This is an optimization exercise on Yosys and OpenROAD, whose aim is a short achievable clock period and few clock cycles, not a production implementation.
Where RTL was checked, it was by simulation tests only, not by an equivalence proof against the original.
No activity file was given, so power comes from the tool's default toggle rates.

== north ==
==> flow/design.v (excerpt) <==
module cache_top (
    input  logic        clk,
    input  logic        rst,
    input  logic        psel,
    input  logic        penable,
    input  logic        pwrite,
    input  logic [31:0] paddr,
    input  logic [31:0] pwdata,
    input  logic [1:0]  psize,
    output logic [31:0] prdata,
    output logic        pready,
    output logic        pslverr,
    output logic        m_psel,
    output logic        m_penable,
    output logic        m_pwrite,
    output logic [31:0] m_paddr,
    output logic [31:0] m_pwdata,
    input  logic [31:0] m_prdata,
    input  logic        m_pready
);
Size in the first run: roughly 8,000 cells after synthesis, about 1,800 flip-flops, roughly 210 I/O pins, about 95,000 um2 of cells after synthesis.
Settings: LEC_CHECK=0, ABC_CLOCK_PERIOD_IN_PS=2500, CAP_MARGIN=20, CORE_MARGIN=2, CORE_UTILIZATION=55, SETUP_SLACK_MARGIN=3.1, SLEW_MARGIN=20, SYNTH_HIERARCHICAL=1, SYNTH_MINIMUM_KEEP_SIZE=0, TNS_END_PERCENT=10; clock period 5.8 ns.
standard.sh (not shown) runs the stock make flow with config.mk's settings and CLKGATE_MAP_FILE= SYNTH_SCRIPT=/design/flow/synth_recipe.tcl, a recipe that flattens the netlist after the stock synthesis.
==> flow/flow/run.sh <==
#!/bin/bash
set -euo pipefail
export BUFFER_PORTS_ARGS="-buffer_cell sky130_fd_sc_hd__buf_6"
bash standard.sh > standard_flow.log 2>&1
Relative to north, the following input files were edited for south:
--- a/flow/design.v
+++ b/flow/design.v
@@ -155,22 +155,20 @@
     logic [31:0] e_data [NE];
     logic [$clog2(NE+1)-1:0] e_cnt;
     logic        pop;
     logic        push;
     logic        b_busy;     
     logic        b_acc;      
     logic        b_wr;
     logic        b_pf;       
     logic [29:0] b_raddr;    
     logic [29:0] b_waddr;    
-    logic        s_wb;       
-    logic        s_rd;       
     logic        b_free;
     logic        q_cpuacc;   
     logic        q_pfacc;    
     logic        q_wracc;    
     logic        nx_cpuacc;
     logic        nx_pfacc;
     logic        nx_wracc;
     logic        pf_done;
     logic        cpu_done;
     logic        rd_req;     
@@ -224,23 +222,37 @@
             pfw && !spf,                                   
             rdp && !srd,                                   
             b_free ? (spf || srd || swb) : b_busy,         
             b_free ? swb : b_wr,                           
             b_free ? spf : b_pf                            
         };
     end
     for (genvar i = 0; i < NC; i++) begin : g_nc
         cell_mux2 u_m (.s(hit), .a1(nc[1][i]), .a0(nc[0][i]), .y(nc_sel[i]));
     end
-    cell_mux2 u_swb (.s(hit), .a1(g_dec[1].swb), .a0(g_dec[0].swb), .y(s_wb));
-    cell_mux2 u_srd (.s(hit), .a1(g_dec[1].spf || g_dec[1].srd), .a0(g_dec[0].spf || g_dec[0].srd),
-                     .y(s_rd));
+    logic [29:0] rcand;
+    logic [29:0] wcand;
+    logic [29:0] nx_raddr [2];
+    logic [29:0] nx_waddr [2];
+    logic [29:0] raddr_sel;
+    logic [29:0] waddr_sel;
+    assign rcand = pf_req ? pf_addr : paddr[31:2];
+    assign wcand = pop ? e_addr[1] : e_addr[0];
+    for (genvar H = 0; H < 2; H++) begin : g_nxa
+        assign nx_raddr[H] = !b_free ? b_raddr :
+                             (g_dec[H].spf || g_dec[H].srd) ? rcand : '0;
+        assign nx_waddr[H] = !b_free ? b_waddr : g_dec[H].swb ? wcand : '0;
+    end
+    for (genvar i = 0; i < 30; i++) begin : g_na
+        cell_mux2 u_r (.s(hit), .a1(nx_raddr[1][i]), .a0(nx_raddr[0][i]), .y(raddr_sel[i]));
+        cell_mux2 u_w (.s(hit), .a1(nx_waddr[1][i]), .a0(nx_waddr[0][i]), .y(waddr_sel[i]));
+    end
     logic [3:0] q_mem;       
     logic       nx_fwd;
     logic       nx_rq;
     logic [31:0] rdata_nx;
     logic [31:0] rzn;         
     always_comb begin
         fmatch = 1'b0;
         fdata  = e_data[0];
         for (int i = 0; i < NE; i++) begin
             if (i < e_cnt && e_addr[i] == paddr[31:2]) begin
@@ -316,24 +328,22 @@
         if (pop) begin
             for (int i = 0; i < NE - 1; i++) begin
                 e_addr[i] <= e_addr[i+1];
                 e_data[i] <= e_data[i+1];
             end
         end
         if (push) begin
             e_addr[cnt_after_pop] <= {vtag, idx};
             e_data[cnt_after_pop] <= line;
         end
-        if (b_free) begin
-            b_raddr <= s_rd ? (pf_req ? pf_addr : paddr[31:2]) : '0;
-            b_waddr <= s_wb ? (pop ? e_addr[1] : e_addr[0]) : '0;
-        end
+        b_raddr <= raddr_sel;
+        b_waddr <= waddr_sel;
     end
     assign nx_cpuacc = b_busy && !b_free && !b_wr && !b_pf;
     assign nx_fwd    = c_fwd;
     assign nx_rq     = !(nx_cpuacc && !nx_fwd);
     always_comb begin
         rdata_nx = rdata_q;
         if (try)            rdata_nx = hit_rdata;
         if (c_chk && c_fwd) rdata_nx = fwd_word >> {off, 3'b000};
     end
     always_ff @(posedge clk) begin
Results
Comparing average cell area after synthesis for south and north, the smaller number came from south.
Between south and north, the overall power of the completed layout does not differ in any meaningful way.
Against north, detailed router's first-iteration violation count in south came out better.
Compared with north, in south power drawn by the combinational cells was more or less identical, final area was more or less identical, count of endpoints failing hold in the final timing report was more or less identical.
south reports its capture point of the worst path as e_addr[3][20] while north reports b_waddr[16].
No run of this note included a check of the RTL's function; only the layout flow was run.

---

## the previous run
cache_top, a different RTL version from the one above (not shown whole).
Size in the first run: ~6900 cells after synthesis, ~1900 flip-flops, roughly 210 I/O pins, roughly 90000 µm² of cells after synthesis.
==> flow/config.mk <==
export PLATFORM = sky130hd
export DESIGN_NAME = cache_top
export DESIGN_NICKNAME = cache_top
export VERILOG_FILES = /design/flow/design.v
export SDC_FILE = /design/flow/constraint.sdc
export NUM_CORES = 4
export LEC_CHECK = 0
export ABC_CLOCK_PERIOD_IN_PS = 2500
export CAP_MARGIN = 20
export CORE_MARGIN = 2
export CORE_UTILIZATION = 55
export SETUP_SLACK_MARGIN = 2.85
export SLEW_MARGIN = 20
export SYNTH_HIERARCHICAL = 1
export SYNTH_MINIMUM_KEEP_SIZE = 0
export TNS_END_PERCENT = 100
==> flow/constraint.sdc <==
create_clock -name core_clock -period 5.8 [get_ports {clk}]
set_input_delay 1.1600 -clock core_clock [delete_from_list [all_inputs] [get_ports {clk}]]
set_output_delay 1.1600 -clock core_clock [all_outputs]
set_load 0.01 [all_outputs]
Scripts as last shown in full above: flow/flow/run.sh
Testbench counts of the previous run, summed over its fixed seeds: cycles 15,856.
Edits applied to the flow inputs when going from the previous run to the current run:
--- a/flow/design.v
+++ b/flow/design.v
@@ -243,19 +243,18 @@
         };
     end
     for (genvar i = 0; i < NC; i++) begin : g_nc
         cell_mux2 u_m (.s(hit), .a1(nc[1][i]), .a0(nc[0][i]), .y(nc_sel[i]));
     end
     logic [3:0] wsel;
     for (genvar k = 0; k < 4; k++) begin : g_wsel
         cell_dff u_q (.clk(clk), .rst(rst), .d(nc_sel[1]), .q(wsel[k]));
     end
-    logic [3:0] q_mem;       
     logic       nx_fwd;
     logic       nx_rq;
     logic [31:0] rdata_nx;
     logic [31:0] rzn;         
     always_comb begin
         fmatch = 1'b0;
         fdata  = e_data[0];
         for (int i = 0; i < NE; i++) begin
             if (i < e_cnt && e_addr[i] == pa_q) begin
@@ -343,42 +342,51 @@
         if (c_fwd) rdata_nx = fwd_word >> {off, 3'b000};
         if (try)   rdata_nx = hit_rdata;
     end
     always_ff @(posedge clk) begin
         if (rst) begin
             q_cpuacc <= 1'b0;
             q_prdy   <= 1'b0;
             q_pfacc  <= 1'b0;
             q_wracc  <= 1'b0;
-            q_mem    <= '0;
         end else begin
             q_cpuacc <= nx_cpuacc;
             q_prdy   <= nx_cpuacc && !(c_chk && fmatch);
             q_pfacc  <= nx_pfacc;
             q_wracc  <= nx_wracc;
-            for (int k = 0; k < 4; k++) q_mem[k] <= nx_cpuacc && !nx_fwd && (off == 2'(k));
+        end
+    end
+    logic [3:0] qm [4];
+    for (genvar b = 0; b < 4; b++) begin : g_qlane
+        for (genvar k = 0; k < 4; k++) begin : g_qk
+            if (k <= 3 - b) begin : g_q
+                cell_dff u_q (.clk(clk), .rst(rst), .d(nx_cpuacc && !nx_fwd && (off == 2'(k))),
+                              .q(qm[b][k]));
+            end else begin : g_z
+                assign qm[b][k] = 1'b0;
+            end
         end
     end
     logic [31:0] pr_n1;
     logic [15:0] pr_n2;
     for (genvar j = 0; j < 32; j++) begin : g_pr
         if (j < 24) begin : g_lo
-            cell_aoi22 u_n1 (.a(q_mem[0]), .b(m_prdata[j]), .c(q_mem[1]), .d(m_prdata[j+8]),
+            cell_aoi22 u_n1 (.a(qm[j/8][0]), .b(m_prdata[j]), .c(qm[j/8][1]), .d(m_prdata[j+8]),
                              .y(pr_n1[j]));
         end else begin : g_hi
-            cell_nand2 u_n1 (.a(q_mem[0]), .b(m_prdata[j]), .y(pr_n1[j]));
+            cell_nand2 u_n1 (.a(qm[j/8][0]), .b(m_prdata[j]), .y(pr_n1[j]));
         end
         if (j < 8) begin : g_b0
-            cell_aoi22 u_n2 (.a(q_mem[2]), .b(m_prdata[j+16]), .c(q_mem[3]), .d(m_prdata[j+24]),
+            cell_aoi22 u_n2 (.a(qm[j/8][2]), .b(m_prdata[j+16]), .c(qm[j/8][3]), .d(m_prdata[j+24]),
                              .y(pr_n2[j]));
             cell_nand3 u_o (.a(pr_n1[j]), .b(pr_n2[j]), .c(rzn[j]), .y(prdata[j]));
         end else if (j < 16) begin : g_b1
-            cell_nand2 u_n2 (.a(q_mem[2]), .b(m_prdata[j+16]), .y(pr_n2[j]));
+            cell_nand2 u_n2 (.a(qm[j/8][2]), .b(m_prdata[j+16]), .y(pr_n2[j]));
             cell_nand3 u_o (.a(pr_n1[j]), .b(pr_n2[j]), .c(rzn[j]), .y(prdata[j]));
         end else begin : g_b23
             cell_nand2 u_o (.a(pr_n1[j]), .b(rzn[j]), .y(prdata[j]));
         end
     end
     assign pready  = c_hit || (q_prdy && m_pready);
     assign pslverr = 1'b0;
     assign m_psel    = b_busy;
     assign m_penable = b_acc;
[summary]
Area fraction of clock buffers and clock inverters delta (the current run -> the previous run): insignificant
Of the current run and the previous run, the previous run shows the lower worst setup slack before clock tree synthesis, with the current run above it.
The post-cts repair resize count reported for the current run is smaller than that of the previous run by about 40%.
Compared with the previous run, the current run shows a met2 routing resource usage after global routing that is 2.2 points higher.
Final worst setup slack up 84 ps in the current run wrt the previous run
The current run reports a higher core box area than the previous run does.
The current run vs the previous run: clock-buffer cell count down by a few percent
The previous run has a lower global-route usage than the current run.
Area fraction in compound gates after synthesis delta for the current run relative to the previous run: 0.46 points higher
Summary of the comparison: synthesized-area fraction occupied by and/or/nand/nor cells is higher in the current run, relative to the previous run.
Testbench counts of the current run, summed over its fixed seeds: cycles 15,856.

==> what the ideal ports hide <==
The results above use ideal ports. As a check the final layouts listed here were re-extracted and re-timed, cells and wires unchanged. Step 1 assumes that a clkbuf_16 drives the clock port and a buf_2 every other input. Step 2 times the ports against the registers' clock, not the clock port: input delays grow and output delays shrink by t, the midpoint of the rising clock arrivals with the driver on. Slacks: no drivers / after step 1 / after step 2; pairs: no drivers / after step 1.
| run | t, ns | setup slack, ns | slew at the worst register clock pin (ns) |
|---|---|---|---|
| north | 0.970 | 2.564 / 2.174 / 1.203 | 0.07 / 0.07 |
| south | 0.964 | 2.526 / 2.292 / 1.327 | 0.07 / 0.07 |
| the previous run | 0.956 | 2.650 / 2.556 / 1.703 | 0.07 / 0.07 |
| the current run | 0.967 | 2.734 / 2.454 / 1.487 | 0.07 / 0.07 |
After both steps setup and hold are still met in every run listed. The setup slack of north, which loses most, moves by -0.390 ns with the drivers and by -1.361 ns with both steps.
